This design comes from an exercise in tuning for small area, a short achievable clock period and few clock cycles per item on the open sky130 flow, not from production work. Only simulation tests tie the RTL to the original design; equivalence was not proved.

Setup of main:
## kalman_filter_mc
module kalman_filter_mc #(
    parameter int DW    = 13,
    parameter int CH    = 3,
    parameter int CW    = 2,
    parameter int FRAC  = 12,
    parameter int Q_DEF = 1,
    parameter int R_DEF = 64,
    parameter int B     = 3           
) (
    input  logic              clk,
    input  logic              rst_n,
    input  logic              cfg_we,
    input  logic [DW-2:0]     q_cfg,
    input  logic [DW-2:0]     r_cfg,
    input  logic              clr,
    input  logic              in_valid,
    output logic              in_ready,
    input  logic [CW-1:0]     in_ch,
    input  logic signed [DW-1:0] in_data,
    output logic              out_valid,
    output logic [CW-1:0]     out_ch,
    output logic signed [DW-1:0] out_data
);
    localparam int PW  = DW - 1;            
    localparam int KW  = FRAC + 1;          
    localparam int DNW = PW + 2;            
    localparam int NIT = FRAC / B;          
    logic [PW-1:0] r_q, r_r;         
    logic [PW-1:0] r_qe, r_re;       
    logic          r_dirty;          
    logic signed [DW-1:0] r_x  [CH];
    logic [PW-1:0]        r_p  [CH];
    logic [KW-1:0]        r_k  [CH];    
    logic [PW-1:0]        r_pn [CH];    
    logic [CH-1:0]        r_seeded;
    logic [CH-1:0]        r_kv;         
    logic [CH-1:0]        w_fx;         
    logic                 r_s_valid;
    logic [CW-1:0]        r_s_ch;
    logic signed [DW-1:0] r_s_z;
    logic                 r_in_ready;
    logic                 r_in_ready_o;     
    logic                 r_out_valid;
    logic [CW-1:0]        r_out_ch;
    logic signed [DW-1:0] r_out_data;
    logic                 r_e_busy;     
    logic                 r_e_mul;      
    logic [CW-1:0]        r_e_ch;
    logic [3:0]           r_e_cnt;
    logic [PW-1:0]        r_e_pf;
    logic [DNW-1:0]       r_e_den;
    logic [DNW-1:0]       r_e_rem;
    logic                 r_e_q12;
  ...
Size: about 61 I/O pins.
==> flow/config.mk <==
export PLATFORM = sky130hd
export DESIGN_NAME = kalman_filter_mc
export DESIGN_NICKNAME = kalman_filter_mc
export VERILOG_FILES = /design/flow/design.v
export SDC_FILE = /design/flow/constraint.sdc
export NUM_CORES = 4
export LEC_CHECK = 0
export CAP_MARGIN = 20
export CORE_MARGIN = 2
export CORE_UTILIZATION = 40
export SLEW_MARGIN = 20
==> flow/constraint.sdc <==
create_clock -name core_clock -period 50.0 [get_ports {clk}]
set_input_delay 10.0000 -clock core_clock [delete_from_list [all_inputs] [get_ports {clk}]]
set_output_delay 10.0000 -clock core_clock [all_outputs]
set_load 0.01 [all_outputs]
standard.sh (not shown) runs the stock make flow with config.mk's settings and CLKGATE_MAP_FILE= SYNTH_SCRIPT=/design/flow/synth_recipe.tcl, a recipe that flattens the netlist after the stock synthesis.
==> flow/flow/run.sh <==
#!/bin/bash
set -euo pipefail
bash standard.sh "BUFFER_PORTS_ARGS=-buffer_cell sky130_fd_sc_hd__buf_2" finish > flow_make.log 2>&1
Per the final summary, main finished and its layout is clean on timing, DRC and antenna.
Testbench counts of main, summed over its fixed seeds: cycles 13,158, items 12,000.
## Diff of input files: the feature branch against main
- CTS_BUF_LIST newly set to sky130_fd_sc_hd__clkbuf_4
==> flow/flow/run.sh <==
#!/bin/bash
set -euo pipefail
bash standard.sh "BUFFER_PORTS_ARGS=-buffer_cell sky130_fd_sc_hd__buf_4" finish > flow_make.log 2>&1
Findings:
Compared with main, in the feature branch final worst slack shrank by 0.25 ns, routed length on met1 shrank by 2.7%, via count of the first global-routing pass grew by 0.44%. In the tables for the feature branch and main, clock network area share reads higher with main. Diff main -> the feature branch: met3 routed wirelength moved up; design area level; worst hold path depth moved up; final core area utilization level. Measured against each other, the feature branch and main differ in layout net count, the lower figure coming from main.


Starting RTL as in the previous note.
clock: 50.0 ns
lec_check: 0
cap_margin: 20
core_margin: 2
core_utilization: 40
slew_margin: 20
==> flow/flow/run.sh <==
#!/bin/bash
set -euo pipefail
bash standard.sh "BUFFER_PORTS_ARGS=-buffer_cell sky130_fd_sc_hd__buf_4" finish > flow_make.log 2>&1
The baseline ran to the end with no violations.
Testbench counts at the start, summed over its fixed seeds: cycles 13,158, items 12,000.
Edit:
--- a/flow/config.mk
+++ b/flow/config.mk
@@ -9,3 +9,5 @@
 export CORE_MARGIN = 2
 export CORE_UTILIZATION = 40
+export CTS_BUF_LIST = sky130_fd_sc_hd__clkbuf_8
+export CTS_CLUSTER_SIZE = 30
 export SLEW_MARGIN = 20
What happened: Utilization is lower by 0.12 points; setup slack loses 76 ps.

-- separate check: timing with driven ports --
How much do the figures lean on ideal ports? The routed layouts below were timed once more, with nothing changed but the port constraints. Step 1 assumes that a clkbuf_16 drives the clock port and a buf_2 every other input. Step 2 times the ports against the registers' clock, not the clock port: input delays grow and output delays shrink by t, the midpoint of the rising clock arrivals with the driver on. Slacks: no drivers / after step 1 / after step 2; pairs: no drivers / after step 1.
run | t, ns | setup WS [ns] | worst data-port slew with drivers (ns)
main | 0.606 | 38.959 / 38.903 / 38.812 | 0.04
the feature branch | 0.835 | 38.713 / 38.663 / 38.860 | 0.04
the first run of note 2 | 0.607 | 38.960 / 38.904 / 38.865 | 0.04
the second run of note 2 | 0.689 | 38.884 / 38.831 / 38.790 | 0.04
After both steps every run listed still meets setup and hold. The setup slack of main, which loses most, moves by -0.056 ns with the drivers and by -0.147 ns with both steps.
